This design comes from an exercise in tuning for small area and a short achievable clock period on the open sky130 flow, not from production work.
RTL that was checked went through simulation tests only; none was proved equivalent to the original.

==> 06-04: inputs <==
==> flow/design.v <==
package alu_pkg;
  localparam int ALU_DATA_WIDTH = 32;
  localparam logic [7:0] OP_ALU_ADD = 8'h00;
  localparam logic [7:0] OP_ALU_SUB = 8'h01;
  localparam logic [7:0] OP_ALU_AND = 8'h02;
  localparam logic [7:0] OP_ALU_OR  = 8'h03;
  localparam logic [7:0] OP_ALU_XOR = 8'h04;
  localparam logic [7:0] OP_ALU_INV = 8'h05;
  localparam logic [7:0] OP_ALU_SLT = 8'h06;
  localparam logic [7:0] OP_ALU_SLL = 8'h07;
  localparam logic [7:0] OP_ALU_SRL = 8'h08;
  localparam logic [7:0] OP_ALU_SRA = 8'h09;
  localparam logic [7:0] OP_ALU_MUL = 8'h0A;
  localparam logic [7:0] OP_ALU_DIV = 8'h0B;
  localparam logic [7:0] OP_ALU_MOD = 8'h0C;
endpackage
module alu_prefix_add #(
  parameter int W  = 8,
  parameter int PT = 0    
) (
  input  logic [W-1:0] x,
  input  logic [W-1:0] y,
  input  logic         cin,
  output logic [W-1:0] s,
  output logic         cout
);
  localparam int L = (W > 1) ? $clog2(W) : 1;
  logic [W-1:0] p0, g0, gg, pp;
  always_comb begin
    p0 = x ^ y;
    g0 = x & y;
    gg = g0;
    pp = p0;
    gg[0] = g0[0] | (p0[0] & cin);
    if (PT == 0) begin
      for (int l = 0; l < L; l++) begin
        for (int i = W - 1; i >= 0; i--) begin
          if ((i >> l) & 1) begin
            gg[i] = gg[i] | (pp[i] & gg[((i >> l) << l) - 1]);
            pp[i] = pp[i] & pp[((i >> l) << l) - 1];
          end
        end
      end
    end else if (PT == 1) begin
      for (int l = 0; l < L; l++) begin
        for (int i = (1 << (l + 1)) - 1; i < W; i += (1 << (l + 1))) begin
          gg[i] = gg[i] | (pp[i] & gg[i - (1 << l)]);
          pp[i] = pp[i] & pp[i - (1 << l)];
        end
      end
      for (int l = L - 2; l >= 0; l--) begin
        for (int i = 3 * (1 << l) - 1; i < W; i += (1 << (l + 1))) begin
          gg[i] = gg[i] | (pp[i] & gg[i - (1 << l)]);
          pp[i] = pp[i] & pp[i - (1 << l)];
        end
      end
    end else begin
      for (int i = 1; i < W; i++) gg[i] = gg[i] | (pp[i] & gg[i-1]);
    end
    s[0] = p0[0] ^ cin;
    for (int i = 1; i < W; i++) s[i] = p0[i] ^ gg[i-1];
    cout = gg[W-1];
  end
endmodule
module alu_divider #(
  parameter int PT = 0
) (
  input  logic        i_div,     
  input  logic        i_cin,     
  input  logic [31:0] i_y,       
  input  logic [31:0] i_lsb,     
  input  logic [31:0] i_msel,    
  input  logic [31:0] i_hb,      
  output logic [31:0] o_sel,     
  output logic [31:0] o_f        
);
  logic [31:0] rout [0:31];
  for (genvar j = 31; j >= 0; j--) begin : g_row
    localparam int W = 32 - j;
    logic [W-1:0] x, s;
    logic         co;
    if (j == 31) begin : g_top
      assign x = i_lsb[j];
    end else begin : g_mid
      assign x = {rout[j+1][W-2:0], i_lsb[j]};
    end
    alu_prefix_add #(.W(W), .PT(PT)) u_add (.x(x), .y(i_y[W-1:0]), .cin(i_cin), .s(s), .cout(co));
    assign o_sel[j] = i_div ? (co & ~i_hb[j]) : i_msel[j];
    if (W < 32) begin : g_pad
      assign rout[j] = {{(32-W){1'b0}}, (o_sel[j] ? s : x)};
    end else begin : g_full
      assign rout[j] = o_sel[j] ? s : x;
    end
  end
  assign o_f = rout[0];
endmodule
module alu_core
#(
  parameter int DATA_WIDTH = alu_pkg::ALU_DATA_WIDTH
) (
  input  logic                  clk,
  input  logic                  rst_n,
  input  logic [7:0]            i_alu_op,
  input  logic [DATA_WIDTH-1:0] i_a,
  input  logic [DATA_WIDTH-1:0] i_b,
  output logic [DATA_WIDTH-1:0] o_c,
  output logic                  o_zero,
  output logic                  o_div0,
  output logic [DATA_WIDTH-1:0] o_c_q,
  output logic                  o_zero_q
);
  function automatic logic [31:0] cneg(input logic [31:0] x, input logic inv, input logic inc);
    logic [31:0] r;
    logic        any;
    any = 1'b0;
    for (int k = 0; k < 32; k++) begin
      r[k] = x[k] ^ (inv & ~(inc & ~any));
      any  = any | x[k];
    end
    cneg = r;
  endfunction
  logic [3:0]  op;
  logic [31:0] a, b;
  assign op = i_alu_op[3:0];
  assign a  = i_a;
  assign b  = i_b;
  logic valid;
  logic is_add, is_sub, is_and, is_or, is_xor, is_inv, is_slt;
  logic is_sll, is_srl, is_sra, is_mul, is_div, is_rem;
  assign valid  = (i_alu_op[7:4] == 4'd0);
  assign is_add = valid & (op == 4'h0);
  assign is_sub = valid & (op == 4'h1);
  assign is_and = valid & (op == 4'h2);
  assign is_or  = valid & (op == 4'h3);
  assign is_xor = valid & (op == 4'h4);
  assign is_inv = valid & (op == 4'h5);
  assign is_slt = valid & (op == 4'h6);
  assign is_sll = valid & (op == 4'h7);
  assign is_srl = valid & (op == 4'h8);
  assign is_sra = valid & (op == 4'h9);
  assign is_mul = valid & (op == 4'hA);
  assign is_div = valid & (op == 4'hB);
  assign is_rem = valid & (op == 4'hC);
  logic        dm, divrem, addsub, subm, mulm, sgn, b_zero;
  logic [4:0]  sh;
  logic [31:0] onehot, abs_b, bd, dvd, y, lsb, msel, hb;
  assign dm     = op[3] & (op[2] | op[0] | ~op[1]);
  assign divrem = op[3] & (op[2] | (op[1] & op[0]));
  assign addsub = ~op[3] & ~(op[1] & op[0]);
  assign subm   = ~op[3] & (op[1] ^ op[0]);
  assign mulm   = op[3];
  assign sgn    = op[3] & (op[2] | op[0]);
  assign b_zero = (b == 32'd0);
  assign sh     = addsub ? 5'd0 : b[4:0];
  always_comb begin
    for (int k = 0; k < 32; k++) onehot[k] = (sh == k[4:0]);
  end
  assign abs_b = cneg(b, b[31], b[31]);
  assign bd    = divrem ? abs_b : onehot;
  assign dvd   = cneg(a, a[31] & sgn, a[31] & divrem);
  assign y     = dm ? ~bd : (addsub ? (b ^ {32{subm}}) : a);
  assign lsb   = (dm | addsub) ? dvd : 32'd0;
  assign msel  = mulm ? b : onehot;
  always_comb begin
    hb[0] = 1'b0;
    for (int j = 1; j < 32; j++) hb[j] = |(bd >> (32 - j));
  end
  logic [31:0] qsel, f;
  alu_divider u_divider (
    .i_div (dm),
    .i_cin (dm | subm),
    .i_y   (y),
    .i_lsb (lsb),
    .i_msel(msel),
    .i_hb  (hb),
    .o_sel (qsel),
    .o_f   (f)
  );
  logic        negq, n_inv, n_inc;
  logic [31:0] n_x, arr_res;
  assign negq    = (a[31] ^ b[31]) & ~b_zero;
  assign n_x     = (is_div | is_srl | is_sra) ? qsel : f;
  assign n_inc   = (is_div & negq) | (is_rem & a[31]);
  assign n_inv   = n_inc | (is_sra & a[31]);
  assign arr_res = cneg(n_x, n_inv, n_inc);
  logic slt;
  assign slt = (a[31] ^ b[31]) ? a[31] : f[31];
  logic [3:0]  tt;
  logic [31:0] lg;
  assign tt = {is_and | is_or, is_or | is_xor, is_or | is_xor | is_inv, is_inv};
  always_comb begin
    for (int k = 0; k < 32; k++) lg[k] = tt[{a[k], b[k]}];
  end
  logic [31:0] c_d;
  logic        zero_d;
  always_comb begin
    c_d = lg
        | {31'd0, is_slt & slt}
        | ({32{is_add | is_sub | is_sll | is_srl | is_sra | is_mul | is_div | is_rem}} & arr_res);
    zero_d = (c_d == 32'd0);
  end
  assign o_c    = c_d;
  assign o_zero = zero_d;
  assign o_div0 = (is_div | is_rem) & b_zero;
  always_ff @(posedge clk or negedge rst_n) begin
    if (!rst_n) begin
      o_c_q    <= {DATA_WIDTH{1'b0}};
      o_zero_q <= 1'b0;
    end else begin
      o_c_q    <= c_d;
      o_zero_q <= zero_d;
    end
  end
endmodule
==> flow/flow/run.sh <==
#!/bin/bash
set -o pipefail
bash standard.sh SETUP_SLACK_MARGIN=50 SKIP_GATE_CLONING=1 SKIP_PIN_SWAP=1 "BUFFER_PORTS_ARGS=-buffer_cell sky130_fd_sc_hd__buf_4" cts > standard_flow_to_cts.log 2>&1
bash standard.sh finish > standard_flow_finish.log 2>&1
==> flow/standard.sh <==
#!/bin/bash
# synth_recipe.tcl (not shown) runs the flow's synth.tcl, then flattens the netlist and writes it again
# the make line also repeats each setting of config.mk as NAME=value (left out here)
make -C /OpenROAD-flow-scripts/flow DESIGN_CONFIG=/design/flow/config.mk WORK_HOME=/design/flow/orfs CLKGATE_MAP_FILE= SYNTH_SCRIPT=/design/flow/synth_recipe.tcl "${@:-finish}"
==> flow/config.mk <==
export PLATFORM = sky130hd
export DESIGN_NAME = alu_core
export DESIGN_NICKNAME = alu_core
export VERILOG_FILES = /design/flow/design.v
export SDC_FILE = /design/flow/constraint.sdc
export NUM_CORES = 4
export LEC_CHECK = 0
export ABC_AREA = 1
export CAP_MARGIN = 20
export CORE_MARGIN = 2
export CORE_UTILIZATION = 40
export SLEW_MARGIN = 20
==> flow/constraint.sdc <==
create_clock -name core_clock -period 200.0 [get_ports {clk}]
set_input_delay 40.0000 -clock core_clock [delete_from_list [all_inputs] [get_ports {clk}]]
set_output_delay 40.0000 -clock core_clock [all_outputs]
set_load 0.01 [all_outputs]
==> inputs of 12-09, as changes to 06-04 <==
--- a/flow/design.v
+++ b/flow/design.v
@@ -63,7 +63,7 @@
   end
 endmodule
 module alu_divider #(
-  parameter int PT = 0
+  parameter int PT = 2
 ) (
   input  logic        i_div,     
   input  logic        i_cin,     
==> flow/flow/run.sh (replaced) <==
#!/bin/bash
# The standard layout, with two changes:
#  - synthesis runs flow/synth.tcl: the standard synthesis followed by a second ABC
#    mapping pass (flow/abc.script) over the logic, keeping the flip-flops as they are;
#  - up to and including clock-tree synthesis, repair_timing is asked to keep a setup
#    margin of 45 ns beyond the constraint.
# Each make run's output goes to its own log here; ORFS keeps each tool's log under orfs/logs.
set -o pipefail
S="SYNTH_SCRIPT=$PWD/flow/synth.tcl"
bash standard.sh "$S" synth > flow_synth.log 2>&1
bash standard.sh "$S" SETUP_SLACK_MARGIN=45 cts > flow_to_cts.log 2>&1
bash standard.sh "$S" finish > flow_finish.log 2>&1
==> flow/flow/abc.script (new file) <==
strash
dc2
dc2
dch
map -B 0.9
topo
stime -c
buffer -c
dnsize -c
==> flow/flow/synth.tcl (new file) <==
# The standard synthesis (synth_recipe.tcl), followed by a second mapping pass:
# every standard cell except the flip-flops (and tie cells) is dissolved back into
# logic and ABC maps it again with this flow's abc.script, which restructures the
# logic for area (dc2) and maps it without upsizing gates.
# The flip-flops keep the standard synthesis's names and cells.
set flow_dir [file dirname [file normalize [info script]]]
proc synth {args} { yosys synth -nofsm -noshare {*}$args }
source $::env(SCRIPTS_DIR)/synth.tcl
# left out here: clear keep_hierarchy, flatten, clean up

set flow_lib [lindex $::env(LIB_FILES) 0]
read_liberty -overwrite -ignore_miss_func $flow_lib
blackbox sky130_fd_sc_hd__df* sky130_fd_sc_hd__sdf* sky130_fd_sc_hd__dl* sky130_fd_sc_hd__ed* sky130_fd_sc_hd__conb*
hierarchy -top $::env(DESIGN_NAME)
flatten
opt_clean
log_cmd abc -script $flow_dir/abc.script {*}[lrange $abc_args 2 end]
setundef -zero
splitnets
opt_clean -purge
hilomap -singleton -hicell {*}$::env(TIEHI_CELL_AND_PORT) -locell {*}$::env(TIELO_CELL_AND_PORT)
if { $::env(SYNTH_INSBUF) } {
  insbuf -buf {*}$::env(MIN_BUF_CELL_AND_PORTS)
}
opt_clean -purge
tee -o $::env(REPORTS_DIR)/synth_stat_pass2.txt stat {*}$lib_args
# left out here: hide names made inside functions, write 1_2_yosys.v
==> inputs of 04-06, as changes to 06-04 <==
==> flow/design.v, changed modules only <==
module alu_prefix_add #(
  parameter int W = 8
) (
  input  logic [W-1:0] x,
  input  logic [W-1:0] y,
  input  logic         cin,
  output logic [W-1:0] s,
  output logic         cout
);
  localparam int L = (W > 1) ? $clog2(W) : 1;
  logic [W-1:0] p0, g0;
  logic [W-1:0] gg [0:L];
  logic [W-1:0] pp [0:L];
  always_comb begin
    p0 = x ^ y;
    g0 = x & y;
    gg[0] = g0;
    pp[0] = p0;
    gg[0][0] = g0[0] | (p0[0] & cin);
    for (int l = 0; l < L; l++) begin
      for (int i = 0; i < W; i++) begin
        if ((i >> l) & 1) begin
          gg[l+1][i] = gg[l][i] | (pp[l][i] & gg[l][((i >> l) << l) - 1]);
          pp[l+1][i] = pp[l][i] & pp[l][((i >> l) << l) - 1];
        end else begin
          gg[l+1][i] = gg[l][i];
          pp[l+1][i] = pp[l][i];
        end
      end
    end
    s[0] = p0[0] ^ cin;
    for (int i = 1; i < W; i++) s[i] = p0[i] ^ gg[L][i-1];
    cout = gg[L][W-1];
  end
endmodule
module alu_divider (
  input  logic        i_div,     
  input  logic [31:0] i_y,       
  input  logic [31:0] i_lsb,     
  input  logic [31:0] i_msel,    
  input  logic [31:0] i_hb,      
  output logic [31:0] o_sel,     
  output logic [31:0] o_f        
);
  logic [31:0] rout [0:31];
  for (genvar j = 31; j >= 0; j--) begin : g_row
    localparam int W = 32 - j;
    logic [W-1:0] x, s;
    logic         co;
    if (j == 31) begin : g_top
      assign x = i_lsb[j];
    end else begin : g_mid
      assign x = {rout[j+1][W-2:0], i_lsb[j]};
    end
    alu_prefix_add #(.W(W)) u_add (.x(x), .y(i_y[W-1:0]), .cin(i_div), .s(s), .cout(co));
    assign o_sel[j] = i_div ? (co & ~i_hb[j]) : i_msel[j];
    if (W < 32) begin : g_pad
      assign rout[j] = {{(32-W){1'b0}}, (o_sel[j] ? s : x)};
    end else begin : g_full
      assign rout[j] = o_sel[j] ? s : x;
    end
  end
  assign o_f = rout[0];
endmodule
module alu_core
#(
  parameter int DATA_WIDTH = alu_pkg::ALU_DATA_WIDTH
) (
  input  logic                  clk,
  input  logic                  rst_n,
  input  logic [7:0]            i_alu_op,
  input  logic [DATA_WIDTH-1:0] i_a,
  input  logic [DATA_WIDTH-1:0] i_b,
  output logic [DATA_WIDTH-1:0] o_c,
  output logic                  o_zero,
  output logic                  o_div0,
  output logic [DATA_WIDTH-1:0] o_c_q,
  output logic                  o_zero_q
);
  function automatic logic [31:0] cneg(input logic [31:0] x, input logic inv, input logic inc);
    logic [31:0] r;
    logic        any;
    any = 1'b0;
    for (int k = 0; k < 32; k++) begin
      r[k] = x[k] ^ (inv & ~(inc & ~any));
      any  = any | x[k];
    end
    cneg = r;
  endfunction
  logic [7:0]  op;
  logic [31:0] a, b;
  assign op = i_alu_op;
  assign a  = i_a;
  assign b  = i_b;
  logic valid;
  logic is_add, is_sub, is_and, is_or, is_xor, is_inv, is_slt;
  logic is_sll, is_srl, is_sra, is_mul, is_div, is_rem;
  assign valid  = (op[7:4] == 4'd0);
  assign is_add = valid & (op[3:0] == 4'h0);
  assign is_sub = valid & (op[3:0] == 4'h1);
  assign is_and = valid & (op[3:0] == 4'h2);
  assign is_or  = valid & (op[3:0] == 4'h3);
  assign is_xor = valid & (op[3:0] == 4'h4);
  assign is_inv = valid & (op[3:0] == 4'h5);
  assign is_slt = valid & (op[3:0] == 4'h6);
  assign is_sll = valid & (op[3:0] == 4'h7);
  assign is_srl = valid & (op[3:0] == 4'h8);
  assign is_sra = valid & (op[3:0] == 4'h9);
  assign is_mul = valid & (op[3:0] == 4'hA);
  assign is_div = valid & (op[3:0] == 4'hB);
  assign is_rem = valid & (op[3:0] == 4'hC);
  logic        dm, divrem, b_zero;
  logic [31:0] onehot, abs_b, bd, dvd, y, lsb, msel, hb;
  assign divrem = (op[3:0] == 4'hB) | (op[3:0] == 4'hC);
  assign dm     = divrem | (op[3:0] == 4'h8) | (op[3:0] == 4'h9);
  assign b_zero = (b == 32'd0);
  always_comb begin
    for (int k = 0; k < 32; k++) onehot[k] = (b[4:0] == k[4:0]);
  end
  assign abs_b = cneg(b, b[31], b[31]);
  assign bd    = divrem ? abs_b : onehot;
  assign dvd   = cneg(a, a[31] & (divrem | (op[3:0] == 4'h9)), a[31] & divrem);
  assign y     = dm ? ~bd : a;
  assign lsb   = dm ? dvd : 32'd0;
  assign msel  = (op[3:0] == 4'hA) ? b : onehot;
  always_comb begin
    hb[0] = 1'b0;
    for (int j = 1; j < 32; j++) hb[j] = |(bd >> (32 - j));
  end
  logic [31:0] qsel, f;
  alu_divider u_divider (
    .i_div (dm),
    .i_y   (y),
    .i_lsb (lsb),
    .i_msel(msel),
    .i_hb  (hb),
    .o_sel (qsel),
    .o_f   (f)
  );
  logic        negq, n_inv, n_inc;
  logic [31:0] n_x, arr_res;
  assign negq    = (a[31] ^ b[31]) & ~b_zero;
  assign n_x     = (is_div | is_srl | is_sra) ? qsel : f;
  assign n_inc   = (is_div & negq) | (is_rem & a[31]);
  assign n_inv   = n_inc | (is_sra & a[31]);
  assign arr_res = cneg(n_x, n_inv, n_inc);
  logic        sub;
  logic [31:0] sum;
  logic        slt;
  assign sub = ~is_add;
  assign sum = a + (b ^ {32{sub}}) + {31'd0, sub};
  assign slt = (a[31] ^ b[31]) ? a[31] : sum[31];
  logic [31:0] c_d;
  logic        zero_d;
  always_comb begin
    c_d = ({32{is_add | is_sub}} & sum)
        | ({32{is_and}} & (a & b))
        | ({32{is_or}}  & (a | b))
        | ({32{is_xor}} & (a ^ b))
        | ({32{is_inv}} & ~a)
        | {31'd0, is_slt & slt}
        | ({32{is_sll | is_srl | is_sra | is_mul | is_div | is_rem}} & arr_res);
    zero_d = (c_d == 32'd0);
  end
  assign o_c    = c_d;
  assign o_zero = zero_d;
  assign o_div0 = (is_div | is_rem) & b_zero;
  always_ff @(posedge clk or negedge rst_n) begin
    if (!rst_n) begin
      o_c_q    <= {DATA_WIDTH{1'b0}};
      o_zero_q <= 1'b0;
    end else begin
      o_c_q    <= c_d;
      o_zero_q <= zero_d;
    end
  end
endmodule
==> flow/run.sh (new file) <==
#!/bin/bash
# synth_recipe.tcl (not shown) runs the flow's synth.tcl, then flattens the netlist and writes it again
# the make line also repeats each setting of config.mk as NAME=value (left out here)
make -C /OpenROAD-flow-scripts/flow DESIGN_CONFIG=/design/flow/config.mk WORK_HOME=/design/flow/orfs CLKGATE_MAP_FILE= SYNTH_SCRIPT=/design/flow/synth_recipe.tcl finish
--- a/flow/config.mk
+++ b/flow/config.mk
@@ -5,7 +5,6 @@
 export SDC_FILE = /design/flow/constraint.sdc
 export NUM_CORES = 4
 export LEC_CHECK = 0
-export ABC_AREA = 1
 export CAP_MARGIN = 20
 export CORE_MARGIN = 2
 export CORE_UTILIZATION = 40
removed: flow/flow/run.sh
removed: flow/standard.sh
==> inputs of 02-22, as changes to 06-04 <==
==> flow/flow/run.sh (replaced) <==
#!/bin/bash
set -o pipefail
bash standard.sh SETUP_SLACK_MARGIN=50 SKIP_GATE_CLONING=1 SKIP_PIN_SWAP=1 "BUFFER_PORTS_ARGS=-buffer_cell sky130_fd_sc_hd__buf_2" cts > standard_flow_to_cts.log 2>&1
bash standard.sh SETUP_SLACK_MARGIN=40 RECOVER_POWER=30 SKIP_GATE_CLONING=1 SKIP_PIN_SWAP=1 grt > standard_flow_grt.log 2>&1
bash standard.sh finish > standard_flow_finish.log 2>&1
==> comparison table <==
metric                                                                                                        02-22        06-04            12-09        04-06
Outcome                                                                                    finished with violations  timing/DRC/antenna clean  timing/DRC/antenna clean  timing/DRC/antenna clean
Reasons for failing layout checks                                   max-capacitance violations, max-slew violations            -                -            -
Final net count                                                                                                6630         6625             7013         6497
Antenna cell count                                                                                                2            3                2            2
Share of cell area taken by muxes after synthesis                                                                0%           0%                -        1.77%
Register area share after synthesis                                                                           2.34%        2.34%                -        2.08%
Xor and xnor fraction of the mapped netlist area                                                              6.42%        6.42%                -        9.83%
Met2 layer usage reported by global route                                                                     51.7%        51.6%            58.1%        60.6%
Highest Clock Rate                                                                                      0.00662 GHz  0.00661 GHz      0.00628 GHz  0.00536 GHz
Mean cell area of the mapped netlist                                                                     6.06 sq um   6.06 sq um       4.63 sq um   7.03 sq um
Post-Route Utilization                                                                                        43.9%        44.3%            45.1%        44.2%
Antenna violations before repair                                                                                  8            3                7           12
Crit Path Max Fanout                                                                                             45           27               32           42
Mapped Area                                                                                             35400 sq um  35400 sq um      31800 sq um  39700 sq um
Library cell occupying the most area in the post-synthesis netlist                                          nand2_1      nand2_1                -         ha_1
1st-pass router iterations                                                                                        7            6                8            8
Placement-stage worst setup slack                                                                          36.17 ns     35.93 ns         28.58 ns     17.68 ns
Count of filler cells inserted in the layout                                                                   9525         9514             9036        10300
Met3 Wirelength                                                                                            12800 um     12900 um         16800 um     24100 um
Worst hold-check slack                                                                                     40.14 ns     39.65 ns         40.12 ns     40.12 ns
Core area                                                                                               88000 sq um  88000 sq um      78900 sq um  98400 sq um
Inverters                                                                                                       625          625              910          311
CP max stage cell                                                                                          clkinv_1         ha_2  clkdlybuf4s50_1    a2111oi_0
For 12-09 and 04-06, only the layout was checked, not whether the RTL still works.

## what the ideal ports hide
Ports are ideal in the flow. The routed layouts listed here were re-timed in OpenROAD. Step 1 sets driving cells, clkbuf_16 on the clock port and buf_2 on the other inputs (assumed; they add their load-dependent delay and slew). Step 2 moves the port delays by t, midway between the first and last clock arrival at a register: inputs arrive t later, outputs are due t later. That takes back most of the time a late clock gives input paths. Slacks: ideal ports / drivers / drivers and shift; pairs: ideal ports / drivers.
run	t (ns)	setup slack, ns	worst hold slack (ns)	worst register clock-pin slew, ns	cell pins on the clock port's net
06-04	0.332	48.816 / 48.793 / 48.793	39.652 / 39.640 / 39.972	0.06 / 0.06	1
12-09	0.312	40.885 / 40.859 / 40.859	40.124 / 40.109 / 40.421	0.05 / 0.05	1
04-06	0.320	13.564 / 13.525 / 13.525	40.122 / 40.112 / 40.432	0.06 / 0.06	1
02-22	0.326	48.899 / 48.877 / 48.877	40.136 / 40.125 / 40.430	0.06 / 0.06	1
The setup slack of 04-06, which loses most, moves by -0.039 ns with the drivers and by -0.039 ns with both steps.
